Background: an optimization exercise with open tools, aiming at small area, a short achievable clock period and few clock cycles per item. Do not read the settings as production practice.
In this exercise RTL edits were held to simulation tests only and were not proved equivalent to the original.
No activity file was given, so power comes from the tool's default toggle rates.

--- design/flow/run.sh ---
#!/bin/bash
# synth_recipe.tcl (not shown) runs the flow's synth.tcl, then flattens the netlist and writes it again
# the make line also repeats each setting of config.mk as NAME=value (left out here)
make -C /OpenROAD-flow-scripts/flow DESIGN_CONFIG=/design/flow/config.mk WORK_HOME=/design/flow/orfs CLKGATE_MAP_FILE= SYNTH_SCRIPT=/design/flow/synth_recipe.tcl finish
--- design/flow/config.mk ---
export PLATFORM = sky130hd
export DESIGN_NAME = polyline_proximity_warning_core
export DESIGN_NICKNAME = polyline_proximity_warning_core
export VERILOG_FILES = /design/flow/design.v
export SDC_FILE = /design/flow/constraint.sdc
export NUM_CORES = 8
export LEC_CHECK = 0
export ABC_AREA = 1
export CAP_MARGIN = 20
export CORE_MARGIN = 2
export CORE_UTILIZATION = 40
export SETUP_SLACK_MARGIN = 5
export SLEW_MARGIN = 20
--- design/flow/constraint.sdc ---
create_clock -name core_clock -period 11.0 [get_ports {clk}]
set_input_delay 2.2000 -clock core_clock [delete_from_list [all_inputs] [get_ports {clk}]]
set_output_delay 2.2000 -clock core_clock [all_outputs]
set_load 0.01 [all_outputs]
--- design/flow/design.v ---
package ppw_pkg;
  localparam int MaxPoints = 64;
  localparam int IdxW      = $clog2(MaxPoints);
  localparam int CntW      = $clog2(MaxPoints + 1);
  localparam int CoordW    = 23;
  localparam int DistW     = 23;
  localparam int LevelW    = 8;
  localparam int StepW     = 16;
  localparam int PointsW   = 7;
  localparam int D2W       = 48;
  localparam int CfgW      = 23;
  localparam logic [DistW-1:0] DistSat = {DistW{1'b1}};
  localparam logic [LevelW-1:0] LevelMax = {LevelW{1'b1}};
  localparam int VtxW      = 2 * CoordW;
  typedef logic signed [CoordW-1:0] coord_t;
  typedef struct packed {
    coord_t z;
    coord_t x;
  } vtx_t;
  function automatic logic [2*CoordW-1:0] default_vtx(input logic [IdxW-1:0] idx);
    logic [2*CoordW-1:0] v;
    case (idx)
      IdxW'(0): v = 46'h00140107129a;   
      IdxW'(1): v = 46'h0054b606d493;   
      IdxW'(2): v = 46'h009cfc0673c6;   
      IdxW'(3): v = 46'h00e8f106095f;   
      IdxW'(4): v = 46'h01408505653e;   
      IdxW'(5): v = 46'h019a7d0499a2;   
      IdxW'(6): v = 46'h01eb9983b710;   
      IdxW'(7): v = 46'h01fed3031f2d;   
      IdxW'(8): v = 46'h0225a0829802;   
      IdxW'(9): v = 46'h022614025fd6;   
      IdxW'(10): v = 46'h02007e81fc39;   
      IdxW'(11): v = 46'h021ee181501d;   
      IdxW'(12): v = 46'h02519a013047;   
      IdxW'(13): v = 46'h0257e48100d5;   
      IdxW'(14): v = 46'h0261a9807f08;   
      IdxW'(15): v = 46'h02629d001a3f;   
      IdxW'(16): v = 46'h025c997edcf9;   
      IdxW'(17): v = 46'h02807dfda62e;   
      IdxW'(18): v = 46'h02795f7c605f;   
      IdxW'(19): v = 46'h023b3b7b3372;   
      IdxW'(20): v = 46'h01f38979fac3;   
      IdxW'(21): v = 46'h01a227796436;   
      IdxW'(22): v = 46'h015178f86bb6;   
      IdxW'(23): v = 46'h00cb1d77eb72;   
      IdxW'(24): v = 46'h0060f077ed5e;   
      IdxW'(25): v = 46'h3fa6ed783486;   
      IdxW'(26): v = 46'h3f627a78c037;   
      IdxW'(27): v = 46'h3ea21af92992;   
      IdxW'(28): v = 46'h3e42a87a3b6e;   
      IdxW'(29): v = 46'h3da9437b777c;   
      IdxW'(30): v = 46'h3d2680fcfd3a;   
      IdxW'(31): v = 46'h3d02e5ff0a5b;   
      IdxW'(32): v = 46'h3cf794009865;   
      IdxW'(33): v = 46'h3d13f382d35e;   
      IdxW'(34): v = 46'h3d96fd05f292;   
      IdxW'(35): v = 46'h3e0d6906d2f3;   
      IdxW'(36): v = 46'h3e922d0779b5;   
      IdxW'(37): v = 46'h3f9838875a31;   
      default:    v = '0;
    endcase
    default_vtx = v;
  endfunction
endpackage
module ppw_vtx_mem (
  input  logic                                         clk,
  input  logic                                         rst_n,
  input  logic                                         wr_req,
  input  logic [ppw_pkg::IdxW-1:0]                     wr_addr,
  input  logic [ppw_pkg::VtxW-1:0]                     wr_data,
  input  logic                                         wr_ok,
  output logic                                         wr_pend,
  output logic                                         wr_fire,
  output logic                                         busy,
  output logic [ppw_pkg::IdxW-1:0]                     head,
  output logic [ppw_pkg::MaxPoints*ppw_pkg::VtxW-1:0]  ring
);
  localparam int VW = ppw_pkg::VtxW;
  localparam int NP = ppw_pkg::MaxPoints;
  logic [VW-1:0]              ring_r [NP];
  logic [ppw_pkg::IdxW-1:0]   head_r;
  logic [ppw_pkg::IdxW:0]     rcnt_r;
  logic                       pend_r;
  logic [ppw_pkg::IdxW-1:0]   paddr_r;
  logic [VW-1:0]              pdata_r;
  logic                       restore;
  logic [VW-1:0]              tail_in;
  assign restore = !rst_n || (rcnt_r != '0);
  logic match_r;
  always_ff @(posedge clk) match_r <= ((wr_req ? wr_addr : paddr_r) == head_r + 1'b1);
  assign wr_fire = pend_r && match_r && wr_ok;
  always_comb begin
    tail_in = ring_r[0];
    if (!rst_n)       tail_in = ppw_pkg::default_vtx(ppw_pkg::IdxW'(ppw_pkg::MaxPoints - 1));
    else if (restore) tail_in = ppw_pkg::default_vtx(head_r);
    else if (wr_fire) tail_in = pdata_r;
  end
  always_ff @(posedge clk) begin
    for (int s = 0; s < NP - 1; s++) ring_r[s] <= ring_r[s+1];
    ring_r[NP-1] <= tail_in;
  end
  always_ff @(posedge clk) begin
    if (!rst_n) head_r <= '0;
    else        head_r <= head_r + 1'b1;
  end
  always_ff @(posedge clk) begin
    if (!rst_n) begin
      rcnt_r <= (ppw_pkg::IdxW+1)'(NP - 1);
      pend_r <= 1'b0;
    end else begin
      if (rcnt_r != '0) rcnt_r <= rcnt_r - 1'b1;
      if (wr_req)       pend_r <= 1'b1;
      else if (wr_fire) pend_r <= 1'b0;
    end
  end
  always_ff @(posedge clk) begin
    if (wr_req) begin
      paddr_r <= wr_addr;
      pdata_r <= wr_data;
    end
  end
  assign wr_pend = pend_r;
  assign busy    = (rcnt_r != '0);
  assign head    = head_r;
  for (genvar s = 0; s < NP; s++) begin : g_tap
    assign ring[s*VW +: VW] = ring_r[s];
  end
endmodule
module ppw_seg_unit (
  input  logic                        clk,
  input  logic                        rst_n,
  input  logic                        start,
  input  logic                        tag_in,
  input  logic [1:0]                  kill,
  input  logic [4:0]                  kb,
  input  logic [ppw_pkg::DistW:0]     bnd0,
  input  logic [ppw_pkg::DistW:0]     bnd1,
  input  logic [ppw_pkg::VtxW-1:0]    a,
  input  logic [ppw_pkg::VtxW-1:0]    b,
  input  logic [ppw_pkg::CoordW-1:0]  px,
  input  logic [ppw_pkg::CoordW-1:0]  pz,
  output logic                        ready,
  output logic                        opsel,    
  output logic                        done,
  output logic                        tag_out,
  output logic [ppw_pkg::DistW-1:0]   r
);
  localparam int CW  = ppw_pkg::CoordW;
  localparam int DW  = CW + 1;            
  localparam int OW  = DW + 1;            
  localparam int PW  = 2 * OW;            
  localparam int LW  = 2 * DW - 1;        
  localparam int CCW = LW + 2;            
  localparam int NW  = 96;                
  localparam int RW  = 72;                
  localparam int TW  = LW + 26;           
  localparam int RB  = 24;                
  typedef enum logic [1:0] {F_IDLE, F_MUL, F_WAIT} fst_t;
  typedef enum logic [1:0] {S_IDLE, S_SQD, S_FIN} sst_t;
  typedef enum logic [2:0] {T_NONE, T_SET, T_ADD, T_SUB, T_ADD25, T_ADD48} tag_t;
  fst_t                   fst_r [2];
  sst_t                   sst_r;
  logic [4:0]             stp_r [2];
  logic [4:0]             fkb_r [2];
  logic                   ftg_r [2];
  logic                   old_r, xj, nj, act0, act1, tail_ok, be_ok, hsel;
  logic                   fk [2];
  logic                   fl [2];
  logic                   ff [2];
  logic [4:0]             kb6;
  logic signed [DW-1:0]   sa, sb;           
  logic                   sa_z, sa_b, sb_z;
  logic signed [OW-1:0]   ma, mb, ma_r, mb_r;
  logic                   ma_sa, ma_sb, mb_sa, mb_sb, m_cl_a, m_cl_b, m_ch_a, m_ch_b;
  tag_t                   tag, ctag, tags_r, tag1_r, tagm_r, tag2_r;
  logic signed [DW-1:0]   sa_r, sb_r;
  logic                   ma_sa_r, ma_sb_r, mb_sa_r, mb_sb_r;
  logic signed [PW-1:0]   p_r;
  logic signed [OW+9:0]   p0_r;              
  logic signed [OW+8:0]   p1_r;              
  logic signed [OW+7:0]   p2_r;              
  logic signed [NW-1:0]   acc_r, acc_a, acc_b, acc_s;
  logic                   acc_cin;
  logic [LW-1:0]          d_r;
  logic [LW+1:0]          d3_r;
  logic [CCW-1:0]         c_r;
  logic                   clamp_a, clamp_b, clamp_r, csel_b_r, sat_r;
  logic signed [CCW-1:0]  dot, cval;
  logic signed [CCW+23:0] cscl;
  logic                   c_ovf, pre_sat, hand, be_kill, be_free;
  logic                   be_tag_r;
  logic [RW-1:0]          rm_r;
  logic [47:0]            nlo_r;
  logic [TW-1:0]          t_r;
  logic [LW-1:0]          bd_r;
  logic [LW+1:0]          bd3_r;
  logic [RB-1:0]          root_r;
  logic                   early;
  logic [4:0]             cnt_r;
  logic                   bsat_r, bit_ok;
  logic [RW+2:0]          rm2, diff;
  logic [TW-1:0]          t_up, t_dn;
  assign sa = sa_z ? (DW'($signed(pz)) - DW'($signed(sa_b ? b[2*CW-1:CW] : a[2*CW-1:CW])))
                   : (DW'($signed(px)) - DW'($signed(sa_b ? b[CW-1:0]    : a[CW-1:0])));
  assign sb = sb_z ? (DW'($signed(b[2*CW-1:CW])) - DW'($signed(a[2*CW-1:CW])))
                   : (DW'($signed(b[CW-1:0]))    - DW'($signed(a[CW-1:0])));
  assign dot     = acc_r[CCW-1:0];
  assign clamp_a = (d_r == '0) || dot[CCW-1] || (dot == '0);
  assign clamp_b = !clamp_a && ($signed({2'b00, d_r}) <= dot);
  always_comb begin
    sa_z = 1'b0; sa_b = 1'b0; sb_z = 1'b0; tag = T_NONE;
    ma_sa = 1'b0; ma_sb = 1'b0; mb_sa = 1'b0; mb_sb = 1'b0;
    m_cl_a = 1'b0; m_cl_b = 1'b0; m_ch_a = 1'b0; m_ch_b = 1'b0; ctag = T_NONE;
    sb_z  = 1'b1;
    opsel = 1'b1;
    if (start) begin ma_sa = 1'b1; mb_sb = 1'b1; tag = T_SET; end                      
    for (int j = 0; j < 2; j++) begin
      logic [4:0] st;
      st = stp_r[j];
      if (fst_r[j] == F_MUL) begin
        if (st <= 5'd5 || ((st == 5'd11 || st == 5'd12) && clamp_r)) begin
          opsel = 1'b0;
          sb_z  = 1'b0;
        end
        case (st)
          5'd1: begin ma_sa = 1'b1; sa_z = 1'b1; mb_sb = 1'b1; tag = T_SUB; end           
          5'd2: begin ma_sb = 1'b1; mb_sb = 1'b1; tag = T_SET; end                        
          5'd3: begin ma_sb = 1'b1; mb_sb = 1'b1; sb_z = 1'b1; tag = T_ADD; end           
          5'd4: begin ma_sa = 1'b1; mb_sb = 1'b1; tag = T_SET; end                        
          5'd5: begin ma_sa = 1'b1; sa_z = 1'b1; mb_sb = 1'b1; sb_z = 1'b1; tag = T_ADD; end  
          5'd11: if (clamp_r) begin
            ma_sa = 1'b1; mb_sa = 1'b1; sa_b = csel_b_r; tag = T_SET;                     
          end
          5'd12: if (clamp_r) begin
            ma_sa = 1'b1; mb_sa = 1'b1; sa_z = 1'b1; sa_b = csel_b_r; tag = T_ADD;        
          end
          default: ;
        endcase
        case (st)
          5'd7: begin m_cl_a = 1'b1; m_cl_b = 1'b1; ctag = T_SET; end                     
          5'd8: begin m_ch_a = 1'b1; m_cl_b = 1'b1; ctag = T_ADD25; end                   
          5'd9: begin m_ch_a = 1'b1; m_ch_b = 1'b1; ctag = T_ADD48; end                   
          default: ;
        endcase
      end
    end
  end
  always_comb begin
    ma = '0;
    if (ma_sa_r) ma = OW'(sa_r);
    if (ma_sb_r) ma = OW'(sb_r);
    if (m_cl_a)  ma = $signed({1'b0, c_r[23:0]});
    if (m_ch_a)  ma = $signed(c_r[CCW-1:24]);
    mb = '0;
    if (mb_sa_r) mb = OW'(sa_r);
    if (mb_sb_r) mb = OW'(sb_r);
    if (m_cl_b)  mb = $signed({1'b0, c_r[23:0]});
    if (m_ch_b)  mb = $signed(c_r[CCW-1:24]);
  end
  assign cval  = acc_r[CCW-1:0];
  assign kb6   = (fst_r[0] == F_MUL && stp_r[0] == 5'd6) ? fkb_r[0] : fkb_r[1];
  assign cscl  = (CCW+24)'(cval) <<< (5'd23 - kb6);
  assign c_ovf = !((cscl[CCW+23:CCW-2] == '0) || (cscl[CCW+23:CCW-2] == '1));
  always_comb begin
    acc_a = (tag2_r == T_SET) ? '0 : acc_r;
    acc_b = NW'(p_r);
    acc_cin = 1'b0;
    case (tag2_r)
      T_SUB:   begin acc_b = ~(NW'(p_r)); acc_cin = 1'b1; end
      T_ADD25: acc_b = NW'(p_r) <<< 25;
      T_ADD48: acc_b = NW'(p_r) <<< 48;
      default: ;
    endcase
  end
  assign acc_s = acc_a + acc_b + NW'(acc_cin);
  assign act0 = (fst_r[0] != F_IDLE);
  assign act1 = (fst_r[1] != F_IDLE);
  assign xj   = (act0 && act1) ? old_r : act1;
  assign nj   = act0;                       
  for (genvar j = 0; j < 2; j++) begin : g_ctx
    assign fk[j]  = (fst_r[j] != F_IDLE) && kill[ftg_r[j]];
    assign fl[j]  = (fst_r[j] == F_MUL) && (clamp_r ? (stp_r[j] == 5'd17) : (stp_r[j] == 5'd13));
    assign ff[j]  = (fl[j] || (fst_r[j] == F_WAIT)) && !fk[j];
  end
  assign pre_sat = (acc_r[NW-1:48] >= (NW-48)'(d_r));
  assign be_kill = (sst_r != S_IDLE) && kill[be_tag_r];
  assign be_free = (sst_r == S_IDLE) || (sst_r == S_FIN) || be_kill;
  assign hand    = ff[0] || ff[1];
  assign hsel    = ff[1];
  assign be_ok   = be_free || (sst_r == S_SQD && cnt_r <= 5'd4);
  assign tail_ok = (fst_r[xj] == F_MUL) && (stp_r[xj] >= (clamp_r ? 5'd13 : 5'd11));
  assign ready   = (!act0 && !act1) || ((act0 != act1) && tail_ok && be_ok);
  always_ff @(posedge clk) begin
    if (!rst_n) begin
      fst_r[0] <= F_IDLE;
      fst_r[1] <= F_IDLE;
      sst_r    <= S_IDLE;
    end else begin
      for (int j = 0; j < 2; j++) begin
        case (fst_r[j])
          F_IDLE: if (start && nj == 1'(j)) fst_r[j] <= F_MUL;
          F_MUL:  if (fk[j]) fst_r[j] <= F_IDLE;
                  else if (fl[j]) fst_r[j] <= (hand && be_free) ? F_IDLE : F_WAIT;
          F_WAIT: if (fk[j] || (hand && be_free)) fst_r[j] <= F_IDLE;
          default: fst_r[j] <= F_IDLE;
        endcase
      end
      case (sst_r)
        default: begin
          if (hand && be_free)                        sst_r <= (pre_sat || sat_r) ? S_FIN : S_SQD;
          else if (be_kill || sst_r == S_FIN)         sst_r <= S_IDLE;
          else if (sst_r == S_SQD && (cnt_r == 5'd1 || early)) sst_r <= S_FIN;
        end
      endcase
    end
  end
  always_ff @(posedge clk) begin
    ma_r   <= ma;
    mb_r   <= mb;
    sa_r    <= sa;
    sb_r    <= sb;
    ma_sa_r <= ma_sa;
    ma_sb_r <= ma_sb;
    mb_sa_r <= mb_sa;
    mb_sb_r <= mb_sb;
    tags_r  <= tag;
    tag1_r  <= (tags_r != T_NONE) ? tags_r : ctag;
    p0_r   <= ma_r * $signed({1'b0, mb_r[8:0]});
    p1_r   <= ma_r * $signed({1'b0, mb_r[16:9]});
    p2_r   <= ma_r * $signed(mb_r[OW-1:17]);
    tagm_r <= tag1_r;
    p_r    <= PW'(p0_r) + (PW'(p1_r) <<< 9) + (PW'(p2_r) <<< 17);
    tag2_r <= tagm_r;
    if (tag2_r != T_NONE) acc_r <= acc_s;
    if (start) old_r <= !nj;
    for (int j = 0; j < 2; j++) begin
      if (fst_r[j] == F_IDLE && start && nj == 1'(j)) begin
        ftg_r[j] <= tag_in;
        fkb_r[j] <= kb;
        stp_r[j] <= 5'd1;                       
      end else if (fst_r[j] == F_MUL) begin
        stp_r[j] <= stp_r[j] + 5'd1;
        if (stp_r[j] == 5'd6) c_r <= CCW'(cscl);            
        if (stp_r[j] == 5'd6) sat_r <= c_ovf;
        if (stp_r[j] == 5'd8) d_r <= acc_r[LW-1:0];         
        if (stp_r[j] == 5'd9) d3_r <= (LW+2)'(d_r) + (LW+2)'({d_r, 1'b0});
        if (stp_r[j] == 5'd10) begin                        
          clamp_r  <= clamp_a || clamp_b;
          csel_b_r <= clamp_b;
          if (clamp_a || clamp_b) sat_r <= 1'b0;
        end
        if (stp_r[j] == 5'd11 && clamp_r) begin
          d_r  <= LW'(1);
          d3_r <= (LW+2)'(3);
        end
      end
    end
  end
  assign rm2    = {1'b0, rm_r, nlo_r[47:46]};
  assign diff   = rm2 - (RW+3)'(t_r);
  assign bit_ok = !diff[RW+2];
  assign t_up   = TW'({t_r, 1'b0}) + TW'(bd3_r);
  assign t_dn   = TW'({t_r, 1'b0}) - TW'(bd_r);
  assign early  = (root_r >= (be_tag_r ? bnd1 : bnd0));
  always_ff @(posedge clk) begin
    if (hand && be_free) begin
      be_tag_r <= ftg_r[hsel];
      rm_r   <= RW'(acc_r[NW-1:48]);
      nlo_r  <= acc_r[47:0];
      t_r    <= TW'(d_r);
      bd_r   <= d_r;
      bd3_r  <= d3_r;
      root_r <= '0;
      cnt_r  <= clamp_r ? 5'(RB) : (fkb_r[hsel] + 5'd1);
      bsat_r <= pre_sat || sat_r;
    end else if (sst_r == S_SQD) begin
      cnt_r  <= cnt_r - 5'd1;
      rm_r   <= bit_ok ? RW'(diff) : RW'(rm2);
      nlo_r  <= {nlo_r[45:0], 2'b00};
      if (bit_ok) root_r[cnt_r - 5'd1] <= 1'b1;
      t_r    <= bit_ok ? t_up : t_dn;
      if (early) bsat_r <= 1'b1;
    end
  end
  assign done    = (sst_r == S_FIN);
  assign tag_out = be_tag_r;
  assign r    = (bsat_r || root_r[RB-1]) ? ppw_pkg::DistSat : root_r[ppw_pkg::DistW-1:0];
endmodule
module ppw_post (
  input  logic                      clk,
  input  logic                      rst_n,
  input  logic                      start,
  input  logic [ppw_pkg::DistW-1:0] dist_in,
  input  logic                      god,
  input  logic [ppw_pkg::DistW-1:0] warn,
  input  logic [ppw_pkg::DistW-1:0] shoot_dist,
  input  logic [ppw_pkg::StepW-1:0] step,
  input  logic                      out_tready,
  output logic                      busy,
  output logic                      out_tvalid,
  output logic [31:0]               out_tdata
);
  localparam int DW = ppw_pkg::DistW;
  localparam int SW = ppw_pkg::StepW;
  localparam int LV = ppw_pkg::LevelW;
  typedef enum logic [1:0] {P_IDLE, P_DIV, P_HOLD} pst_t;
  pst_t              st_r;
  logic [3:0]        cnt_r;
  logic [DW-1:0]     dist_r;
  logic [SW-1:0]     rem_r;          
  logic [LV-1:0]     low_r;          
  logic [SW:0]       rem2;
  logic [LV-1:0]     q_r;
  logic              in_warn, shoot_r, sat_r, qbit;
  logic [SW-1:0]     s_eff;
  logic [DW:0]       diff;
  logic [LV-1:0]     level;
  logic              out_load;
  logic              out_tvalid_r;
  logic [31:0]       out_tdata_r;
  assign diff    = (DW+1)'(warn) - (DW+1)'(dist_r);
  assign s_eff   = (step == '0) ? SW'(1) : step;
  assign in_warn = (dist_r <= warn);
  assign rem2    = {rem_r, low_r[LV-1]};
  assign qbit    = (rem2 >= (SW+1)'(s_eff));
  assign out_load = (st_r == P_HOLD) && (!out_tvalid_r || out_tready);
  always_comb begin
    if (!in_warn)           level = '0;
    else if (sat_r)         level = ppw_pkg::LevelMax;
    else if (q_r == '0)     level = LV'(1);
    else                    level = q_r;
  end
  always_ff @(posedge clk) begin
    if (!rst_n) st_r <= P_IDLE;
    else begin
      case (st_r)
        P_IDLE: if (start) st_r <= P_DIV;
        P_DIV:  if (cnt_r == 4'd0) st_r <= P_HOLD;
        P_HOLD: if (out_load) st_r <= P_IDLE;
        default: st_r <= P_IDLE;
      endcase
    end
  end
  always_ff @(posedge clk) begin
    case (st_r)
      P_IDLE: begin
        dist_r  <= dist_in;
        shoot_r <= !god;
        cnt_r   <= 4'd9;
      end
      P_DIV: begin
        cnt_r <= cnt_r - 4'd1;
        if (cnt_r == 4'd9) begin
          rem_r   <= SW'(diff[DW-1:LV]);
          low_r   <= diff[LV-1:0];
          sat_r   <= (SW'(diff[DW-1:LV]) >= s_eff);
          q_r     <= '0;
          shoot_r <= shoot_r && (dist_r <= shoot_dist);
        end else if (cnt_r != 4'd0) begin
          rem_r <= qbit ? SW'(rem2 - (SW+1)'(s_eff)) : SW'(rem2);
          low_r <= {low_r[LV-2:0], 1'b0};
          q_r   <= {q_r[LV-2:0], qbit};
        end
      end
      default: ;
    endcase
  end
  always_ff @(posedge clk) begin
    if (!rst_n)        out_tvalid_r <= 1'b0;
    else if (out_load) out_tvalid_r <= 1'b1;
    else if (out_tready) out_tvalid_r <= 1'b0;
  end
  always_ff @(posedge clk) begin
    if (out_load) out_tdata_r <= {shoot_r && in_warn, level, dist_r};
  end
  assign busy       = (st_r != P_IDLE);
  assign out_tvalid = out_tvalid_r;
  assign out_tdata  = out_tdata_r;
endmodule
module polyline_proximity_warning_core (
  input  logic        clk,
  input  logic        rst_n,
  input  logic        in_tvalid,
  output logic        in_tready,
  input  logic [55:0] in_tdata,    
  input  logic [1:0]  in_tuser,    
  output logic        out_tvalid,
  input  logic        out_tready,
  output logic [31:0] out_tdata,   
  input  logic        cfg_we,
  input  logic [1:0]  cfg_index,
  input  logic [22:0] cfg_wdata
);
  localparam int Lanes = 2;
  localparam int SC    = 8;                    
  localparam int NP    = ppw_pkg::MaxPoints;
  localparam int SL    = (NP + Lanes - 1) / Lanes;   
  localparam int CW    = ppw_pkg::CoordW;
  localparam int QW    = CW - SC;              
  localparam int VW    = ppw_pkg::VtxW;
  localparam int IW    = ppw_pkg::IdxW;
  localparam int GW    = QW;                   
  localparam int KW    = GW + IW;              
  localparam int UW    = QW + 2;               
  localparam int DW    = ppw_pkg::DistW;
  localparam int ND    = 3;                    
  localparam int NK    = ND + 1;               
  logic [ppw_pkg::PointsW-1:0] points_r;
  logic [DW-1:0]               warn_r, shoot_r;
  logic [ppw_pkg::StepW-1:0]   step_r;
  logic [IW:0]                 n_cur;
  always_ff @(posedge clk) begin
    if (!rst_n) begin
      points_r <= ppw_pkg::PointsW'(38);
      warn_r   <= DW'(9600);
      shoot_r  <= DW'(5200);
      step_r   <= ppw_pkg::StepW'(440);
    end else if (cfg_we) begin
      case (cfg_index)
        2'd0: points_r <= cfg_wdata[ppw_pkg::PointsW-1:0];
        2'd1: warn_r   <= cfg_wdata;
        2'd2: shoot_r  <= cfg_wdata;
        2'd3: step_r   <= cfg_wdata[ppw_pkg::StepW-1:0];
        default: ;
      endcase
    end
  end
  assign n_cur = (points_r > ppw_pkg::PointsW'(NP)) ? (IW+1)'(NP) : (IW+1)'(points_r);
  logic                 mem_busy, wr_pend, wr_fire, wr_req;
  logic [IW-1:0]        head;
  logic [NP*VW-1:0]     ring;
  logic [CW-1:0]        in_x, in_z;
  logic                 in_acc, is_query, short_q;
  logic                 b_busy_r, pipe_idle, i_vld_r, s_vld_r, p_vld_r;
  assign in_x      = in_tdata[28:6];
  assign in_z      = in_tdata[51:29];
  assign is_query  = in_tuser[0];
  assign pipe_idle = !i_vld_r && !s_vld_r && !p_vld_r && !b_busy_r;
  assign in_tready = !i_vld_r && !mem_busy && (!wr_pend || wr_fire);
  assign in_acc    = in_tvalid && in_tready;
  assign wr_req    = in_acc && !is_query;
  assign short_q   = (in_x == '0 && in_z == '0) || (n_cur < (IW+1)'(2));
  ppw_vtx_mem u_mem (
    .clk     (clk),
    .rst_n   (rst_n),
    .wr_req  (wr_req),
    .wr_addr (in_tdata[IW-1:0]),
    .wr_data ({in_z, in_x}),
    .wr_ok   (pipe_idle),
    .wr_pend (wr_pend),
    .wr_fire (wr_fire),
    .busy    (mem_busy),
    .head    (head),
    .ring    (ring)
  );
  function automatic logic [VW-1:0] slot(input logic [NP*VW-1:0] rg, input int s);
    slot = rg[((s + NP) % NP)*VW +: VW];
  endfunction
  logic [CW-1:0]   pix_r, piz_r, psx_r, psz_r, ppx_r, ppz_r;
  logic            god_i_r, short_i_r, god_s_r, god_p_r, short_p_r;
  logic            s_need_r, p_wait_r, k_held_r;
  logic [KW-1:0]   pk_r  [NK];
  logic            pkv_r [NK];
  logic [UW-1:0]   pu_r;
  logic            sw_run_r, sw_for_b_r, b_live_r;
  logic [5:0]      t_r;
  logic [KW-1:0]   lastkey_r;
  logic [QW-1:0]   sqx, sqz;                 
  logic [UW-1:0]   u_r;
  logic [KW-1:0]   k_r [NK];
  logic            kv_r [NK];
  logic            sw_start, sw_start_b, sw_abort, last_issue, merge_last;
  logic            a_new, a_restart, hand_sp, short_go, park_now, park_held, mad_r;
  logic [GW-1:0]   lg_r  [Lanes];
  logic [IW-1:0]   lj_r  [Lanes];
  logic            lsv_r [Lanes];
  logic [UW-1:0]   lu_r  [Lanes];
  logic            lvv_r [Lanes];
  logic            s1_vld_r;
  function automatic logic [QW:0] wdiff(input logic [QW-1:0] p, input logic [CW-1:0] v);
    wdiff = (QW+1)'($signed(p)) - (QW+1)'($signed(v[CW-1:SC]));
  endfunction
  function automatic logic [QW-1:0] omag(input logic [QW:0] w);
    omag = w[QW] ? ~w[QW-1:0] : w[QW-1:0];
  endfunction
  assign sqx = sw_for_b_r ? pbx_r[sw_slot_r][CW-1:SC] : psx_r[CW-1:SC];
  assign sqz = sw_for_b_r ? pbz_r[sw_slot_r][CW-1:SC] : psz_r[CW-1:SC];
  logic [QW:0]     wax_r [Lanes], waz_r [Lanes];
  logic [QW-1:0]   gx_r  [Lanes], gz_r  [Lanes];
  logic [IW-1:0]   j0_r  [Lanes];
  logic            lin_r [Lanes];              
  logic            s0_vld_r, s0_first_r, s0_last_r, s0_b_r;
  logic            s1_first_r, s1_last_r, s1_b_r;
  function automatic logic [QW-1:0] gap1(input logic [QW-1:0] p, input logic [QW-1:0] a,
                                         input logic [QW-1:0] b);
    logic [QW:0] wa, wb, ua, ub, lo, hi;
    logic        a_lt_b;
    a_lt_b = ($signed(a) < $signed(b));
    wa = (QW+1)'($signed(p)) - (QW+1)'($signed(a));             
    wb = (QW+1)'($signed(p)) - (QW+1)'($signed(b));             
    ua = (QW+1)'($signed(p)) + ~((QW+1)'($signed(a)));          
    ub = (QW+1)'($signed(p)) + ~((QW+1)'($signed(b)));          
    lo = a_lt_b ? wa : wb;                                       
    hi = a_lt_b ? ub : ua;                                       
    if (!hi[QW])     gap1 = hi[QW-1:0];     
    else if (lo[QW]) gap1 = ~lo[QW-1:0];    
    else             gap1 = '0;
  endfunction
  always_ff @(posedge clk) begin
    for (int k = 0; k < Lanes; k++) begin
      logic [VW-1:0] va, vb;
      va = slot(ring, k * SL);
      vb = slot(ring, k * SL + 1);
      wax_r[k]  <= wdiff(sqx, va[CW-1:0]);
      waz_r[k]  <= wdiff(sqz, va[VW-1:CW]);
      gx_r[k]   <= gap1(sqx, va[CW-1:SC], vb[CW-1:SC]);
      gz_r[k]   <= gap1(sqz, va[VW-1:CW+SC], vb[VW-1:CW+SC]);
      j0_r[k]   <= head + IW'(k * SL);
      lin_r[k]  <= (32'(t_r) < NP - k * SL);
    end
    s0_vld_r   <= sw_run_r && !sw_abort && rst_n;
    s0_first_r <= (t_r == '0);
    s0_last_r  <= (t_r == 6'(SL - 1));
    s0_b_r     <= sw_for_b_r;
  end
  always_ff @(posedge clk) begin
    for (int k = 0; k < Lanes; k++) begin
      logic [QW-1:0] gx, gz, mx, mz, gm;
      logic [QW+4:0] gd;
      logic [QW:0]   gs;
      gx  = gx_r[k];
      gz  = gz_r[k];
      mx  = omag(wax_r[k]);
      mz  = omag(waz_r[k]);
      gm  = (gx > gz) ? gx : gz;
      gs  = (QW+1)'(gx) + (QW+1)'(gz);
      gd  = ((QW+5)'(gs) << 3) + ((QW+5)'(gs) << 1) + (QW+5)'(gs);
      if (gd[QW+4])                 lg_r[k] <= '1;       
      else if (gd[QW+3:4] > gm)     lg_r[k] <= gd[QW+3:4];
      else                          lg_r[k] <= gm;
      lj_r[k]  <= j0_r[k];
      lsv_r[k] <= lin_r[k] && ((IW+1)'(j0_r[k]) + (IW+1)'(2) <= n_cur);
      lu_r[k]  <= UW'(mx) + UW'(mz) + UW'(4);
      lvv_r[k] <= lin_r[k] && ((IW+1)'(j0_r[k]) < n_cur);
    end
    s1_vld_r   <= s0_vld_r && !sw_abort && rst_n;
    s1_first_r <= s0_first_r;
    s1_last_r  <= s0_last_r;
    s1_b_r     <= s0_b_r;
  end
  logic [KW-1:0]   nk [NK];
  logic            nkv [NK];
  logic [UW-1:0]   nu;
  localparam int NE = NK + Lanes;
  always_comb begin
    logic [KW-1:0] ek  [NE];
    logic          ev  [NE];
    logic          lt  [NE][NE];
    logic [2:0]    rk  [NE];
    for (int i = 0; i < NK; i++) begin
      ek[i] = k_r[i]; ev[i] = kv_r[i] && !s1_first_r;
    end
    for (int k = 0; k < Lanes; k++) begin
      ek[NK+k] = {lg_r[k], lj_r[k]};
      ev[NK+k] = s1_vld_r && lsv_r[k] && (!s1_b_r || ek[NK+k] > lastkey_r);
    end
    for (int i = 0; i < NE; i++)
      for (int j = 0; j < NE; j++) begin
        if (i == j)             lt[i][j] = 1'b0;
        else if (i < NK && j < NK) lt[i][j] = (i < j) ? ev[i] || !ev[j] : (ev[i] && !ev[j]);
        else if (ev[i] != ev[j]) lt[i][j] = ev[i];
        else if (!ev[i])         lt[i][j] = (i < j);
        else                     lt[i][j] = (ek[i] < ek[j]);
      end
    for (int i = 0; i < NE; i++) begin
      rk[i] = '0;
      for (int j = 0; j < NE; j++) if (j != i && !lt[i][j]) rk[i] = rk[i] + 3'd1;
    end
    for (int s = 0; s < NK; s++) begin
      nk[s] = '0; nkv[s] = 1'b0;
      for (int i = 0; i < NE; i++) if (rk[i] == 3'(s)) begin nk[s] = ek[i]; nkv[s] = ev[i]; end
    end
    nu = s1_first_r ? '1 : u_r;
    for (int k = 0; k < Lanes; k++)
      if (s1_vld_r && lvv_r[k] && lu_r[k] < nu) nu = lu_r[k];
  end
  assign last_issue = sw_run_r && (t_r == 6'(SL - 1));
  assign merge_last = s1_vld_r && s1_last_r;
  typedef enum logic [1:0] {B_IDLE, B_RUN, B_RSW, B_DONE} bst_t;
  bst_t            bst_r   [2];
  logic [CW-1:0]   pbx_r   [2];
  logic [CW-1:0]   pbz_r   [2];
  logic            god_b_r [2];
  logic [GW-1:0]   g_r     [2][NK];
  logic            v_r     [2][NK];
  logic [IW-1:0]   cj_r    [2][ND];
  logic [1:0]      nst_r   [2];
  logic [1:0]      nres_r  [2];
  logic            rsw_req_r [2];
  logic [DW-1:0]   best_r  [2];
  logic            binf_r  [2];
  logic            head_r, rsw_rdy_r, sw_slot_r, rsw_slot_r;
  logic            take_a, tslot;
  logic            ev_start, ev_done, ev_ready, ev_tag, ev_slot, ev_opsel;
  logic [1:0]      ev_kill;
  logic [DW-1:0]   ev_r;
  logic            want [2];
  logic            keep [2];
  logic            done_s [2];
  logic            fin_s [2];
  logic            more_s [2];
  logic            cancel_s [2];
  logic            take_rsw_s [2];
  logic            spec_s [2];
  logic            req_s [2];
  logic [1:0]      nres_nx [2];
  logic [DW-1:0]   best_nx;
  logic [UW-1:0]   thr_r   [2];
  logic [UW-1:0]   ev_thr;
  logic            gx_ok [NK];
  logic            b_sw_busy, sw_start_b_any, rsw_slot_nx;
  logic            breq_r [2];
  logic [DW:0]     bnd_r  [2];
  assign ev_thr  = UW'(ev_r >> SC) + UW'(1);
  assign best_nx = (binf_r[ev_tag] || ev_r < best_r[ev_tag]) ? ev_r : best_r[ev_tag];
  for (genvar i = 0; i < NK; i++) begin : g_gx
    assign gx_ok[i] = (UW'(g_r[ev_tag][i]) < ev_thr);
  end
  function automatic logic [4:0] kbits_of(input logic [UW-1:0] u, input logic binf,
                                          input logic [DW-1:0] bst);
    logic [UW+SC-1:0] ubig, m;
    ubig = {u, {SC{1'b0}}};
    m = ubig;
    if (!binf && (UW+SC)'(bst) <= ubig) m = (UW+SC)'(bst) - (UW+SC)'(1);
    kbits_of = 5'd23;
    for (int i = 22; i >= 0; i--) if (m < ((UW+SC)'(1) << i)) kbits_of = 5'(i);
    if (m >= ((UW+SC)'(1) << 23)) kbits_of = 5'd23;
  endfunction
  function automatic logic [DW:0] bnd_of(input logic [UW-1:0] u, input logic binf,
                                         input logic [DW-1:0] bst);
    logic [UW+SC:0] ub1;
    ub1 = (UW+SC+1)'({u, {SC{1'b0}}}) + (UW+SC+1)'(1);
    if (!binf)                        bnd_of = (DW+1)'(bst);
    else if (ub1 >= (UW+SC+1)'(1) << (DW+1)) bnd_of = '1;
    else                              bnd_of = (DW+1)'(ub1);
  endfunction
  assign tslot  = (bst_r[head_r] == B_IDLE) ? head_r : !head_r;
  assign take_a = p_vld_r && !p_wait_r && (bst_r[tslot] == B_IDLE);
  assign b_sw_busy = rsw_rdy_r || (k_held_r && !p_vld_r) || (sw_run_r && sw_for_b_r) || last_issue || mad_r ||
                     (s0_vld_r && (s0_b_r || s0_last_r)) || (s1_vld_r && (s1_b_r || s1_last_r)) ||
                     (s_vld_r && !s_need_r && !k_held_r && !(sw_run_r && !sw_for_b_r));
  always_comb begin
    for (int q = 0; q < 2; q++) begin
      logic       qn [NK];
      logic       qx [NK];
      logic       pend, nxq, infl, kil;
      done_s[q] = ev_done && (ev_tag == 1'(q)) && (bst_r[q] == B_RUN);
      for (int i = 0; i < NK; i++) begin
        qn[i] = v_r[q][i] && (UW'(g_r[q][i]) < thr_r[q]);
        qx[i] = qn[i] && (!done_s[q] || gx_ok[i]);
      end
      pend  = (nst_r[q] != nres_r[q] + 2'd1);
      kil   = done_s[q] && pend && !qx[nres_r[q] + 2'd1];
      ev_kill[q]  = kil;
      nres_nx[q]  = !done_s[q] ? nres_r[q] : (kil ? nst_r[q] : nres_r[q] + 2'd1);
      infl  = (nres_nx[q] != nst_r[q]);
      nxq   = (nst_r[q] < 2'(ND)) && qx[nst_r[q]];
      keep[q]   = (bst_r[q] == B_RUN) && nxq;
      want[q]   = (bst_r[q] == B_RUN) && (nst_r[q] < 2'(ND)) && qn[nst_r[q]] && !done_s[q];
      fin_s[q]  = (bst_r[q] == B_RUN) && !infl && !nxq;
      more_s[q] = (nst_r[q] == 2'(ND)) && !kil && qx[ND];
      cancel_s[q] = fin_s[q] && !more_s[q] && rsw_req_r[q];
      take_rsw_s[q] = (bst_r[q] == B_RSW) && rsw_rdy_r && (rsw_slot_r == 1'(q));
      spec_s[q] = (nst_r[q] == 2'(ND - 1)) && qn[ND];
      req_s[q]  = ((bst_r[q] == B_RSW) && !rsw_req_r[q]) ||
                  (ev_start && ev_slot == 1'(q) && spec_s[q] && !rsw_req_r[q]);
    end
  end
  localparam int NT = 8;                      
  logic            nxt_v_r, nxt_have_r, nxt_slot_r, nxt_sel, nxt_pick, nxt_drop;
  logic [1:0]      nxt_cand_r;
  logic [IW-1:0]   nxt_j_r, rel;
  logic [VW-1:0]   nxt_a_r, nxt_b_r, op_a_r, op_b_r, tap_a, tap_b;
  logic            aligned;
  logic sure0, sure1;
  assign sure0 = want[0] && (nres_r[0] == nst_r[0]);
  assign sure1 = want[1] && (nres_r[1] == nst_r[1]);
  assign nxt_sel  = (head_r ? sure1 : sure0) ? head_r :
                    (head_r ? sure0 : sure1) ? !head_r :
                    want[head_r] ? head_r : !head_r;
  assign nxt_pick = !nxt_v_r && (want[0] || want[1]);
  assign rel      = nxt_j_r - head;
  assign aligned  = (rel[IW-1-$clog2(NT):0] == '0);
  always_comb begin
    tap_a = '0; tap_b = '0;
    for (int t = 0; t < NT; t++)
      if (rel[IW-1:IW-$clog2(NT)] == $clog2(NT)'(t)) begin
        tap_a = slot(ring, t * (NP / NT));
        tap_b = slot(ring, t * (NP / NT) + 1);
      end
  end
  assign nxt_drop = nxt_v_r && (!keep[nxt_slot_r] || nst_r[nxt_slot_r] != nxt_cand_r);
  assign ev_slot  = nxt_slot_r;
  assign ev_start = nxt_v_r && nxt_have_r && (nst_r[nxt_slot_r] == nxt_cand_r) && want[nxt_slot_r] && ev_ready;
  always_ff @(posedge clk) begin
    if (!rst_n) begin
      nxt_v_r <= 1'b0;
    end else begin
      if (nxt_pick)                   nxt_v_r <= 1'b1;
      else if (ev_start || nxt_drop)  nxt_v_r <= 1'b0;
    end
    if (nxt_pick) begin
      nxt_slot_r <= nxt_sel;
      nxt_cand_r <= nst_r[nxt_sel];
      nxt_j_r    <= cj_r[nxt_sel][nst_r[nxt_sel]];
      nxt_have_r <= 1'b0;
    end else if (nxt_v_r && !nxt_have_r && aligned) begin
      nxt_a_r    <= tap_a;
      nxt_b_r    <= tap_b;
      nxt_have_r <= 1'b1;
    end
    if (ev_start) begin
      op_a_r <= nxt_a_r;
      op_b_r <= nxt_b_r;
    end
  end
  always_comb begin
    logic ok0, ok1;
    ok0 = breq_r[0] && !fin_s[0] && ((bst_r[0] == B_RSW) || (bst_r[0] == B_RUN && !sw_run_r && !s_vld_r && !i_vld_r));
    ok1 = breq_r[1] && !fin_s[1] && ((bst_r[1] == B_RSW) || (bst_r[1] == B_RUN && !sw_run_r && !s_vld_r && !i_vld_r));
    sw_start_b_any = 1'b0;
    rsw_slot_nx    = 1'b0;
    if (!b_sw_busy) begin
      if (head_r ? ok1 : ok0)      begin sw_start_b_any = 1'b1; rsw_slot_nx = head_r;  end
      else if (head_r ? ok0 : ok1) begin sw_start_b_any = 1'b1; rsw_slot_nx = !head_r; end
    end
  end
  assign sw_start_b = sw_start_b_any;
  logic       fe_slot_r;
  always_ff @(posedge clk) if (ev_start) fe_slot_r <= ev_slot;
  ppw_seg_unit u_seg (
    .clk     (clk),
    .rst_n   (rst_n),
    .start   (ev_start),
    .tag_in  (ev_slot),
    .kill    (ev_kill),
    .kb      (kbits_of(thr_r[ev_slot], binf_r[ev_slot], best_r[ev_slot])),
    .bnd0    (bnd_r[0]),
    .bnd1    (bnd_r[1]),
    .a       (ev_opsel ? nxt_a_r : op_a_r),
    .b       (ev_opsel ? nxt_b_r : op_b_r),
    .px      (pbx_r[ev_opsel ? nxt_slot_r : fe_slot_r]),
    .pz      (pbz_r[ev_opsel ? nxt_slot_r : fe_slot_r]),
    .opsel   (ev_opsel),
    .ready   (ev_ready),
    .done    (ev_done),
    .tag_out (ev_tag),
    .r       (ev_r)
  );
  logic post_busy, post_start;
  assign post_start = (bst_r[head_r] == B_DONE) && !post_busy;
  logic b_block_a;
  assign b_block_a = rsw_rdy_r || (sw_run_r && sw_for_b_r) || (s0_vld_r && s0_b_r) ||
                     (s1_vld_r && s1_b_r) || (breq_r[0] && bst_r[0] == B_RSW) ||
                     (breq_r[1] && bst_r[1] == B_RSW);
  assign hand_sp   = last_issue && !sw_for_b_r && !p_vld_r;
  assign a_restart = s_vld_r && s_need_r && !sw_run_r && !b_block_a;
  assign a_new     = i_vld_r && !short_i_r && (!s_vld_r || hand_sp) && !k_held_r &&
                     (!sw_run_r || (last_issue && !sw_for_b_r)) && !b_block_a;
  assign sw_start  = (a_restart || a_new) && !sw_start_b;
  assign sw_abort  = (sw_start_b && sw_run_r && !sw_for_b_r) ||
                     (sw_run_r && sw_for_b_r && cancel_s[sw_slot_r]);
  assign park_now  = mad_r && !p_wait_r && !p_vld_r;
  assign park_held = k_held_r && !p_vld_r;
  assign short_go  = i_vld_r && short_i_r && !s_vld_r && !p_vld_r;
  always_ff @(posedge clk) begin
    if (!rst_n) begin
      i_vld_r   <= 1'b0;
      s_vld_r   <= 1'b0;
      p_vld_r   <= 1'b0;
      k_held_r  <= 1'b0;
      b_live_r  <= 1'b0;
      sw_run_r  <= 1'b0;
      rsw_rdy_r <= 1'b0;
      head_r    <= 1'b0;
      b_busy_r  <= 1'b0;
      for (int q = 0; q < 2; q++) bst_r[q] <= B_IDLE;
    end else begin
      if (in_acc && is_query)  i_vld_r <= 1'b1;
      else if (a_new || short_go) i_vld_r <= 1'b0;
      if (a_new)                      s_vld_r <= 1'b1;
      else if (hand_sp || park_now || park_held) s_vld_r <= 1'b0;
      if (hand_sp || park_now || park_held || short_go) p_vld_r <= 1'b1;
      else if (take_a)                p_vld_r <= 1'b0;
      if (mad_r && !p_wait_r && p_vld_r) k_held_r <= 1'b1;
      else if (park_held || sw_start_b)                 k_held_r <= 1'b0;
      if (sw_start_b || sw_start) sw_run_r <= 1'b1;
      else if (last_issue || (sw_for_b_r && cancel_s[sw_slot_r])) sw_run_r <= 1'b0;
      if (sw_start_b)                                    b_live_r <= 1'b1;
      else if (sw_for_b_r && cancel_s[sw_slot_r])        b_live_r <= 1'b0;
      if (merge_last && s1_b_r && b_live_r && !cancel_s[sw_slot_r]) rsw_rdy_r <= 1'b1;
      else if (take_rsw_s[0] || take_rsw_s[1] || cancel_s[rsw_slot_r] ||
               !(bst_r[rsw_slot_r] == B_RUN || bst_r[rsw_slot_r] == B_RSW)) rsw_rdy_r <= 1'b0;
      if (post_start) head_r <= !head_r;
      for (int q = 0; q < 2; q++) begin
        case (bst_r[q])
          B_IDLE: if (take_a && tslot == 1'(q)) bst_r[q] <= short_p_r ? B_DONE : B_RUN;
          B_RUN:  if (fin_s[q]) bst_r[q] <= more_s[q] ? B_RSW : B_DONE;
          B_RSW:  if (take_rsw_s[q]) bst_r[q] <= B_RUN;
          B_DONE: if (post_start && head_r == 1'(q)) bst_r[q] <= B_IDLE;
          default: bst_r[q] <= B_IDLE;
        endcase
      end
      b_busy_r <= !(bst_r[0] == B_IDLE && bst_r[1] == B_IDLE) || take_a;
    end
  end
  always_ff @(posedge clk) begin
    if (in_acc && is_query) begin
      pix_r     <= in_x;
      piz_r     <= in_z;
      god_i_r   <= in_tuser[1];
      short_i_r <= short_q;
    end
    if (a_new) begin
      psx_r    <= pix_r;
      psz_r    <= piz_r;
      god_s_r  <= god_i_r;
      s_need_r <= 1'b0;
    end
    if (a_restart) s_need_r <= 1'b0;
    if (sw_start_b && ((sw_run_r && !sw_for_b_r) || k_held_r)) s_need_r <= 1'b1;    
    if (hand_sp || park_now || park_held) begin
      ppx_r     <= psx_r;
      ppz_r     <= psz_r;
      god_p_r   <= god_s_r;
      short_p_r <= 1'b0;
    end else if (short_go) begin
      ppx_r     <= pix_r;
      ppz_r     <= piz_r;
      god_p_r   <= god_i_r;
      short_p_r <= 1'b1;
    end
    if (!rst_n || short_go)         p_wait_r <= 1'b0;
    else if (hand_sp)               p_wait_r <= 1'b1;
    else if (mad_r)                 p_wait_r <= 1'b0;
    mad_r <= merge_last && !s1_b_r && rst_n;
    if ((mad_r && (p_wait_r || !p_vld_r)) || park_held) begin
      for (int i = 0; i < NK; i++) begin
        pk_r[i]  <= k_r[i];
        pkv_r[i] <= kv_r[i];
      end
      pu_r <= u_r;
    end
    if (sw_start_b || sw_start) begin
      t_r        <= '0;
      sw_for_b_r <= sw_start_b;
      sw_slot_r  <= rsw_slot_nx;
      lastkey_r  <= {g_r[rsw_slot_nx][ND-1], cj_r[rsw_slot_nx][ND-1]};
    end else if (sw_run_r) begin
      t_r <= t_r + 6'd1;
    end
    if (s1_vld_r) begin
      u_r <= nu;
      for (int i = 0; i < NK; i++) begin k_r[i] <= nk[i]; kv_r[i] <= nkv[i]; end
    end
    if (merge_last && s1_b_r) rsw_slot_r <= sw_slot_r;
    for (int q = 0; q < 2; q++) begin
      if (!rst_n || (take_a && tslot == 1'(q)) || take_rsw_s[q] || cancel_s[q] ||
          (sw_start_b && rsw_slot_nx == 1'(q)) ||
          !(bst_r[q] == B_RUN || bst_r[q] == B_RSW))
        breq_r[q] <= 1'b0;
      else if (req_s[q])
        breq_r[q] <= 1'b1;
      bnd_r[q] <= bnd_of(thr_r[q], binf_r[q], best_r[q]);
      if (take_a && tslot == 1'(q)) begin
        pbx_r[q]   <= ppx_r;
        pbz_r[q]   <= ppz_r;
        god_b_r[q] <= god_p_r;
        thr_r[q]   <= pu_r;
        best_r[q]  <= ppw_pkg::DistSat;
        binf_r[q]  <= !short_p_r;
      end
      if ((take_a && tslot == 1'(q)) || take_rsw_s[q]) begin
        nst_r[q]     <= '0;
        nres_r[q]    <= '0;
        rsw_req_r[q] <= 1'b0;
        for (int i = 0; i < NK; i++) begin
          g_r[q][i] <= take_rsw_s[q] ? k_r[i][KW-1:IW] : pk_r[i][KW-1:IW];
          v_r[q][i] <= take_rsw_s[q] ? kv_r[i] : pkv_r[i];
        end
        for (int i = 0; i < ND; i++) cj_r[q][i] <= take_rsw_s[q] ? k_r[i][IW-1:0] : pk_r[i][IW-1:0];
      end else begin
        if (ev_start && ev_slot == 1'(q)) nst_r[q] <= nst_r[q] + 2'd1;
        if (sw_start_b && rsw_slot_nx == 1'(q)) rsw_req_r[q] <= 1'b1;
        if (cancel_s[q]) rsw_req_r[q] <= 1'b0;
        if (done_s[q]) begin
          best_r[q] <= best_nx;
          if (ev_thr < thr_r[q]) thr_r[q] <= ev_thr;
          binf_r[q] <= 1'b0;
        end
        nres_r[q] <= nres_nx[q];
      end
    end
  end
  ppw_post u_post (
    .clk        (clk),
    .rst_n      (rst_n),
    .start      (post_start),
    .dist_in    (best_r[head_r]),
    .god        (god_b_r[head_r]),
    .warn       (warn_r),
    .shoot_dist (shoot_r),
    .step       (step_r),
    .out_tready (out_tready),
    .busy       (post_busy),
    .out_tvalid (out_tvalid),
    .out_tdata  (out_tdata)
  );
endmodule
==> out/qor.csv, run 1 <==
metric,value,unit
status,no timing/DRC/antenna violations,
Worst Skew,0.0801,ns
"wirelength, routed",813000,µm
drt pass-1 iters,8,
post-synthesis cell type count,85,
Initial Util,40.2,%
Slew @ Worst Pin,1.30,ns
crit-path max FO,66,
"top cells by area, synth","dfxtp_1 (32%), edfxtp_1 (16%), ha_1 (9.6%)",
Nets,30000,
post-route setup TNS,0,ns
Setup Viol. Count Final,0,
# rows,287,
CTS Hold Bufs,0,
CORE AREA,0.612,mm²
htree depth,6,
post-DR wirelength/cell,22.6,µm
Syn Std Cell Area,0.246,mm²
Yosys top cell area share,32.3,%
post-synthesis compound-gate area fraction,12.8,%
most frequent cell on the critical path,nand2_1,
fmax,171,MHz
Die X,788,µm
Power Density,200,mW/mm²
number of routed nets with antenna violations,0,
HP Class,flip-flop to flip-flop,
chip height,788,µm
Critical Path AT,6.85,ns
mux cell area share after synthesis,0.564,%
"Seq/Total Area, Yosys",48.4,%
max_cap viols,0,
"Cell Chain, Critical Path",inv_1 -> ha_1 -> nand2_1 -> nor2_1 -> nand4_1 -> nor3_1 -> a21oi_1 -> or2_2 -> nand2_1 -> nand4_1 -> nand2_1 -> a21oi_4 -> buf_6 -> inv_4 -> buf_8 -> buf_8 -> nor2_1 -> nand2_1 -> nor3_1 -> a21oi_1 -> xor2_1 -> nand2_1 -> o21ai_1,
Post-synth ARST share,0,%
CP Capture Type,flip-flop,
gr ovfl total,0,
Final HPWL DP,614000,µm
synthesis-to-layout area growth,13.1,%
Port Buffers,117,
ratio of cells with drive above 1 in the final layout,6.88,%
kind of critical path,flip-flop to flip-flop,
critical path's slowest cell,ha_1,
1st-iter DRT viols,16900,
GRT Total Usage,25.1,%
initial antenna violation count,41,
syn_nets,29800,
Yosys warnings,114,
Remaining DRCs,0,
fin crit period,5.85,ns
Syn Area/Cell,9.02,µm²
vias in the first global route,180000,
Max Buffers Root-to-Sink,4,
Root Driver,clkbuf_16,
first-pass GRT wire length,1180000,µm
worst vdd ir,900,µV
Critical Path RT,12.00,ns
Worst-path clk slew,0.06,ns
# IOs,122,
Syn Inst Count,27200,
Num CTS Buffers,542,
Pleak,126,nW
main combinational cell family by area after synthesis,simple AND/OR/NAND/NOR gates,
Final Wtd Congestion,0.978,
Fin. Hold Viols,0,
xor/xnor cell area share of the yosys netlist,2.93,%
drt via density,5.27,
crit path launch type,flip-flop,
Post-Synth Simple-Gate Area,14.3,%
Synth Area in Adders,14.1,%
number of clock sinks,5279,
fin crit share,53.2,%
"commonest cells after routing, fill and taps aside","nand2_1 (5,205), dfxtp_1 (3,908), inv_1 (3,583), o21ai_0 (2,061), ha_1 (1,861)",
clock latency on the worst-skew pair,1.09,ns
Worst path max stage delay,0.44,ns
Post-synth EDFFs,1316,
final hold slack,0.271,ns
RSZ-0062 raised after global routing,true,
largest net degree at the start of global routing,99,
DR vias,190000,
slew margin rel.,12.8,%
#FFs+latches synth,5279,
die area,0.621,mm²
Synth area leader,dfxtp_1,
"Primary FF master, synth",dfxtp_1,
CTS tree,yes,
"commonest non-fill, non-tap cell in the layout",nand2_1,
"Slew Viols, Final",0,
## worst max-delay path, delay by kind of cell, from the launching register on
kind	cells	cell delay, ns
AOI/OAI and AO/OA	4	0.73
buffers and inverters	5	1.51
adders and majority gates	1	0.44
xor gates and xnor gates	1	0.18
and+or+nand+nor	12	2.38
DFF	1	0.40
## cells by family after synthesis
logic type	count (synthesis)
mux	133
buf+inv	4535
compound gates	5519
flops	5279
simple gates	8518
xor+xnor	820
fa+ha+maj	2434
## power breakdown
group	internal, mW	switching (mW)	total (mW)
combinational	5.19	9.08	14.3
clock	11.0	8.17	19.1
sequential	21.2	0.982	22.1
total	37.3	18.2	55.6
## per-stage QoR
step	util [%]	worst slack, ns	cells	cell area (µm²)	total power, mW
after floorplan	-	5.13	27200	246000	31.1
after global placement	41.9	3.45	34900	256000	35.0
after detailed placement	41.9	3.50	34900	256000	35.3
after CTS	45.1	4.91	35900	276000	54.8
after global routing	45.5	4.85	36000	278000	58.5
final	45.5	5.15	36000	278000	55.6
## final cells by class
type	instances	area, µm²
multi-input cells	17400	111000
inverters	3672	13900
repair inverters	11	76.3
clock buffers	746	15600
clock inverters	243	3300
repair buffers	498	4730
diodes	24	60.1
fillers	58300	333000
flip-flops and latches	5279	119000
well taps	8092	10100
## metal layers
layer  vias up  global-route usage [%]  share of wire, %
li1      90900                       -                 -
met1     91200                    35.3                45
met2      6414                    39.0                43
met3      1346                    3.46               6.8
met4        10                    10.1               4.6
met5         -                       0            0.0061
## registers in the layout (all words and copies together) (netlist names), 49 cells and up, named ones only
register and count:
g_r 120, k_r 84, pk_r 78, u_mem.ring_r 2944, u_seg.acc_r 96, u_seg.bd3_r 49
u_seg.c_r 49, u_seg.d3_r 49, u_seg.p_r 50, u_seg.rm_r 72, u_seg.t_r 73
## Yosys cell counts, drive strengths merged, types with 11 or more instances
master and count:
o311ai 16, a21boi 38, clkbuf 707, nand4 322, mux2i 90, a22oi 81, o21bai 85, dfxtp 3963
nor2 1621, o21ai 2230, o41ai 11, o21a 91, edfxtp 1316, a22o 44, fa 555, ha 1879
xor2 532, xnor2 288, o221ai 82, o31ai 46, a2bb2oi 18, or2 89, nor4 73, mux2 43
o211ai 235, nor3 199, a21oi 1884, a211oi 106, o2111ai 70, nand3 877, a31oi 234, a221oi 65
a21o 41, nand2 5284, inv 3651, buf 156, nand3b 19, o22ai 83, clkinv 21
## worst paths after layout
kind | slack [ns] | startpoint | cells after the start | end
setup / recovery | 5.15 | u_seg.t_r[9] | 23 | u_seg.t_r[65]
setup reg to reg | 5.15 | u_seg.t_r[9] | 23 | u_seg.t_r[65]
hold / removal | 0.27 | u_mem.ring_r[3][21] | 0 | u_mem.ring_r[2][21]
hold reg to reg | 0.27 | u_mem.ring_r[3][21] | 0 | u_mem.ring_r[2][21]
## timing repair
item                                    CTS  global route
cloned                                   14            11
setup buffers                            36            64
pin swaps                                21            87
resized for setup                       163           362
endpoints found under the setup margin  810           719
Testbench counts, summed over its fixed seeds: cycles 26,616, queries 640.
==> inputs of run 2 (changes only) <==
--- a/design/flow/design.v
+++ b/design/flow/design.v
@@ -175,6 +175,9 @@
   logic                   ma_sa, ma_sb, mb_sa, mb_sb, m_cl_a, m_cl_b, m_ch_a, m_ch_b;
   tag_t                   tag, ctag, tags_r, tag1_r, tagm_r, tag2_r;
   logic signed [DW-1:0]   sa_r, sb_r;
+  logic signed [DW+22:0]  sa_w;             
+  logic [4:0]             esh;
+  logic                   esh_on, sa_ovf, eovf_r;
   logic                   ma_sa_r, ma_sb_r, mb_sa_r, mb_sb_r;
   logic signed [PW-1:0]   p_r;
   logic signed [OW+9:0]   p0_r;              
@@ -247,6 +250,17 @@
     end
   end
   always_comb begin
+    esh_on = 1'b0;
+    esh    = '0;
+    for (int j = 0; j < 2; j++)
+      if (fst_r[j] == F_MUL && clamp_r && (stp_r[j] == 5'd11 || stp_r[j] == 5'd12)) begin
+        esh_on = 1'b1;
+        esh    = 5'd23 - fkb_r[j];
+      end
+    sa_w   = (DW+23)'(sa) <<< esh;
+    sa_ovf = esh_on && !((sa_w[DW+22:DW-1] == '0) || (sa_w[DW+22:DW-1] == '1));
+  end
+  always_comb begin
     ma = '0;
     if (ma_sa_r) ma = OW'(sa_r);
     if (ma_sb_r) ma = OW'(sb_r);
@@ -318,7 +332,8 @@
   always_ff @(posedge clk) begin
     ma_r   <= ma;
     mb_r   <= mb;
-    sa_r    <= sa;
+    sa_r    <= sa_w[DW-1:0];
+    eovf_r  <= sa_ovf;
     sb_r    <= sb;
     ma_sa_r <= ma_sa;
     ma_sb_r <= ma_sb;
@@ -350,6 +365,7 @@
           csel_b_r <= clamp_b;
           if (clamp_a || clamp_b) sat_r <= 1'b0;
         end
+        if ((stp_r[j] == 5'd12 || stp_r[j] == 5'd13) && clamp_r && eovf_r) sat_r <= 1'b1;
         if (stp_r[j] == 5'd11 && clamp_r) begin
           d_r  <= LW'(1);
           d3_r <= (LW+2)'(3);
@@ -372,7 +388,7 @@
       bd_r   <= d_r;
       bd3_r  <= d3_r;
       root_r <= '0;
-      cnt_r  <= clamp_r ? 5'(RB) : (fkb_r[hsel] + 5'd1);
+      cnt_r  <= fkb_r[hsel] + 5'd1;
       bsat_r <= pre_sat || sat_r;
     end else if (sst_r == S_SQD) begin
       cnt_r  <= cnt_r - 5'd1;
@@ -628,20 +644,19 @@
     for (int k = 0; k < Lanes; k++) begin
       logic [QW-1:0] gx, gz, mx, mz, gm;
       logic [QW+4:0] gd;
-      logic [QW:0]   gs;
       gx  = gx_r[k];
       gz  = gz_r[k];
       mx  = omag(wax_r[k]);
       mz  = omag(waz_r[k]);
       gm  = (gx > gz) ? gx : gz;
-      gs  = (QW+1)'(gx) + (QW+1)'(gz);
-      gd  = ((QW+5)'(gs) << 3) + ((QW+5)'(gs) << 1) + (QW+5)'(gs);
+      gd  = ((QW+5)'(gx) << 3) + ((QW+5)'(gx) << 1) + (QW+5)'(gx) +
+            ((QW+5)'(gz) << 3) + ((QW+5)'(gz) << 1) + (QW+5)'(gz);
       if (gd[QW+4])                 lg_r[k] <= '1;       
       else if (gd[QW+3:4] > gm)     lg_r[k] <= gd[QW+3:4];
       else                          lg_r[k] <= gm;
       lj_r[k]  <= j0_r[k];
       lsv_r[k] <= lin_r[k] && ((IW+1)'(j0_r[k]) + (IW+1)'(2) <= n_cur);
-      lu_r[k]  <= UW'(mx) + UW'(mz) + UW'(4);
+      lu_r[k]  <= (mx > mz) ? UW'(mx) + UW'(mz >> 1) + UW'(5) : UW'(mz) + UW'(mx >> 1) + UW'(5);
       lvv_r[k] <= lin_r[k] && ((IW+1)'(j0_r[k]) < n_cur);
     end
     s1_vld_r   <= s0_vld_r && !sw_abort && rst_n;
==> run 2 against run 1 <==
  * Combinational power increased by 15%
  * Worst setup slack worse by 0.082 ns
  * Via count grew 0.95%
  * Global-route usage fell by 0.59 points
  * Critical endpoint is now nxt_a_r[21]
  * Wire length down 1.7%
  * Utilization shrank 0.14 points
  * Count of clock-buffer cells in the layout rose by 20
  * Register-to-register slack lost 0.08 ns
  * Non-clock buffer count shrank 60
  * Critical path depth decreased by 10
  * Synthesized cell count rose by 0.47%
  * Clock skew fell by 0.0045 ns
==> out/qor.csv, run 2 <==
metric,value,unit,change
Max Buffers Root-to-Sink,4,,unchanged
Syn Std Cell Area,0.249,mm²,+1.4%
final core occ,45.3,%,-0.14 points
Nets,30100,,+0.63%
largest net degree at the start of global routing,98,,-1.0%
htree depth,6,,unchanged
crit-path max FO,39,,-41%
HP Class,flip-flop to flip-flop,,
Critical Path AT,6.69,ns,-0.16 ns
first-pass GRT wire length,1170000,µm,-0.88%
Top Usage Layer GRT,met2,,
top-count cell post-synth,nand2_1,,
RSZ-0062 raised after global routing,true,,
chip height,793,µm,+0.70%
Num CTS Buffers,546,,+0.74%
synth cell count leaders,"nand2_1 (5,067), dfxtp_1 (3,962), inv_1 (3,413), o21ai_0 (2,188), ha_1 (1,945)",,
Yosys top cell area share,31.8,%,-0.46 points
"Slew Viols, Final",0,,unchanged
"Primary FF master, synth",dfxtp_1,,
crit path launch type,flip-flop,,
number of clock sinks,5278,,-0.019%
CORE AREA,0.620,mm²,+1.4%
slew margin rel.,22.4,%,+9.5 points
initial antenna violation count,34,,-17%
PnR worst setup slack,5.06,ns,-0.0816 ns
Largest register FFs,2944,,unchanged
Reg2Reg Capture Point,nxt_a_r[21],,
Reg2Reg Depth,13,,-43%
drt via density,5.29,,+0.29%
"Seq/Total Area, Yosys",47.7,%,-0.68 points
post-synthesis cell type count,84,,-1.2%
r2r setup slk,5.06,ns,-0.08 ns
drt pass-1 iters,8,,unchanged
Yosys warnings,114,,unchanged
Pleak,126,nW,+0.34%
clock latency on the worst-skew pair,1.10,ns,about the same
Largest regs,"u_mem.ring_r: 2944 flops, g_r: 120 flops, u_seg.acc_r: 96 flops",,
Pwr Total,58.0,mW,+4.4%
met2 Track Usage GR,38.4,%,-0.59 points
Post-synth ARST share,0,%,unchanged
start of the worst register-to-register path,u_mem.head_r[3],,
min-delay src,u_mem.ring_r[62][42],,
synthesis-to-layout area growth,12.8,%,
fmax,168,MHz,-1.4%
Post-synth EDFFs,1316,,unchanged
Syn Inst Count,27400,,+0.47%
DR vias,192000,,+0.95%
M3 GR Usage,3.74,%,+0.28 points
Worst Skew,0.0755,ns,-0.00454 ns
Power Density,206,mW/mm²,+3.3%
ratio of cells with drive above 1 in the final layout,6.84,%,-0.033 points
met1 Track Usage GR,34.1,%,-1.2 points
max_cap viols,0,,unchanged
number of routed nets with antenna violations,0,,unchanged
Setup WS pre-CTS,3.65,ns,+0.149 ns
final hold slack,0.257,ns,-0.0142 ns
die area,0.629,mm²,+1.4%
CTS tree,yes,,
Synth area leader,dfxtp_1,,
# rows,289,,+0.70%
Worst path max stage delay,0.92,ns,+0.48 ns
worst vdd ir,855,µV,-5.0%
fin crit period,5.94,ns,+0.0816 ns
Root Driver,clkbuf_16,,
Port Buffers,117,,unchanged
CP Capture Type,flip-flop,,
"commonest cells after routing, fill and taps aside","nand2_1 (5,030), dfxtp_1 (3,905), inv_1 (3,392), o21ai_0 (2,101), ha_1 (1,936)",,
Remaining DRCs,0,,unchanged
Final Wtd Congestion,0.966,,-1.3%
Initial Util,40.2,%,about the same
Final HPWL DP,604000,µm,-1.6%
"commonest non-fill, non-tap cell in the layout",nand2_1,,
#FFs+latches synth,5278,,-0.019%
critical path's slowest cell,xor2_1,,
Syn Area/Cell,9.11,µm²,+0.94%
Critical Path RT,11.75,ns,-0.25 ns
status,no timing/DRC/antenna violations,,
"Cell Chain, Critical Path",inv_1 -> ha_1 -> nand2_1 -> o21ai_0 -> xor2_1 -> nand2_1 -> inv_2 -> buf_4 -> nand2_2 -> buf_4 -> o211ai_1 -> a221oi_1 -> nand4_1,,
"top cells by area, synth","dfxtp_1 (32%), edfxtp_1 (16%), ha_1 (9.8%)",,
syn_nets,30000,,+0.93%
vias in the first global route,182000,,+0.95%
# IOs,122,,unchanged
Top reg by flops,u_mem.ring_r,,
1st-iter DRT viols,18800,,+11%
Worst-path clk slew,0.07,ns,about the same
kind of critical path,flip-flop to flip-flop,,
Die X,793,µm,+0.70%
Slew @ Worst Pin,1.16,ns,-0.142 ns
GRT Total Usage,24.5,%,-0.59 points
Fin. Hold Viols,0,,unchanged
post-DR wirelength/cell,22.1,µm,-2.3%
post-route setup TNS,0,ns,unchanged
"wirelength, routed",799000,µm,-1.7%
CTS Hold Bufs,0,,unchanged
WHS Path Cells,0,,unchanged
Setup Viol. Count Final,0,,unchanged
gr ovfl total,0,,unchanged
fin crit share,54.0,%,+0.74 points
hold path endpoint,u_mem.ring_r[61][42],,
==> run 2: cell count changes after synthesis, sizes merged, moves of 47 or more <==
cell,before,now
inv,3651,3446
nand3,877,1081
nand2,5284,5106
o21ai,2230,2319
fa,555,639
a21oi,1884,1818
ha,1879,1945
o211ai,235,298
mux2,43,103
xnor2,288,335
==> run 2: layer usage <==
metal	vias up	share of wire, %
met1	91600	44
met2	6781	44
met4	8	4.5
met5	-	0.0068
li1	91900	-
met3	1381	7.4
==> run 2: worst max-delay path: cells and delay by family (launching register included) <==
kind / cells / cell delay [ns]
AO/OA/AOI/OAI: 3 / 0.60
buffers and inverters: 4 / 1.38
AND/OR/NAND/NOR: 4 / 1.47
adder cells (fa/ha/maj): 1 / 0.40
flip-flops: 1 / 0.79
XOR/XNOR: 1 / 0.92
==> run 2: logic make-up after synthesis <==
family                     after synthesis  synth area share, %
xor gates and xnor gates               834                 2.94
muxes                                  206                0.879
and+or+nand+nor                       8533                 14.2
DFF                                   5278                 47.7
buffers and inverters                 4362                 6.67
AOI/OAI and AO/OA                     5568                 12.7
adders and majority gates             2584                 14.9
==> run 2: repair_timing <==
| action | 4_1_cts | 5_1_grt |
|---|---|---|
| setup buffers | 19 | 35 |
| gates cloned | 13 | 12 |
| setup endpoints to repair | 802 | 781 |
| gates resized for setup | 207 | 327 |
| pin swaps | 14 | 57 |
| hold endpoints to repair | 0 | 0 |
==> run 2: layout make-up <==
type / count / area [µm²]
clock buffers: 766 / 15900
fillers: 59100 / 339000
well taps: 8293 / 10400
repair buffers: 438 / 4280
diodes: 14 / 35.0
multi-input cells: 17700 / 115000
flip-flops and latches: 5278 / 119000
inverters: 3468 / 13100
clock inverters: 234 / 2970
repair inverters: 7 / 47.5
==> run 2: report_power, final <==
group / internal, mW / leakage [nW] / switching, mW
clock network: 11.1 / 9.23 / 8.13
registers: 21.3 / 44.4 / 1.11
logic: 5.79 / 72.5 / 10.6
==> run 2: how the worst max path moves through the flow <==
stage                      start              to  slack [ns]  cells after the start
2_1_floorplan   u_seg.root_r[23]  u_seg.cnt_r[0]        5.05                     30
3_3_place_gp               rst_n       flip-flop        3.55                     11
3_5_place_dp   u_seg.stp_r[1][0]    u_seg.eovf_r        3.65                     37
4_1_cts        u_seg.stp_r[1][0]    u_seg.eovf_r        4.80                     42
5_1_grt        u_seg.stp_r[1][0]    u_seg.eovf_r        4.69                     45
6_report         u_mem.head_r[3]     nxt_a_r[21]        5.06                     13
==> run 2: per-stage QoR <==
| stage | area [µm²] | instances |
|---|---|---|
| after CTS | 279000 | 36200 |
| after global routing | 281000 | 36200 |
| after global placement | 260000 | 35100 |
| after floorplan | 249000 | 27400 |
| after detailed placement | 260000 | 35100 |
| final | 281000 | 36200 |
Testbench counts of run 2, summed over its fixed seeds: cycles 25,724, queries 640.

Check on run 2: ideal ports give 5.064 ns setup slack; a clkbuf_16 on the clock port and buf_2 on the inputs give 5.064 ns; moving port delays by the midpoint clock arrival (1.191 ns) as well gives 4.534 ns.
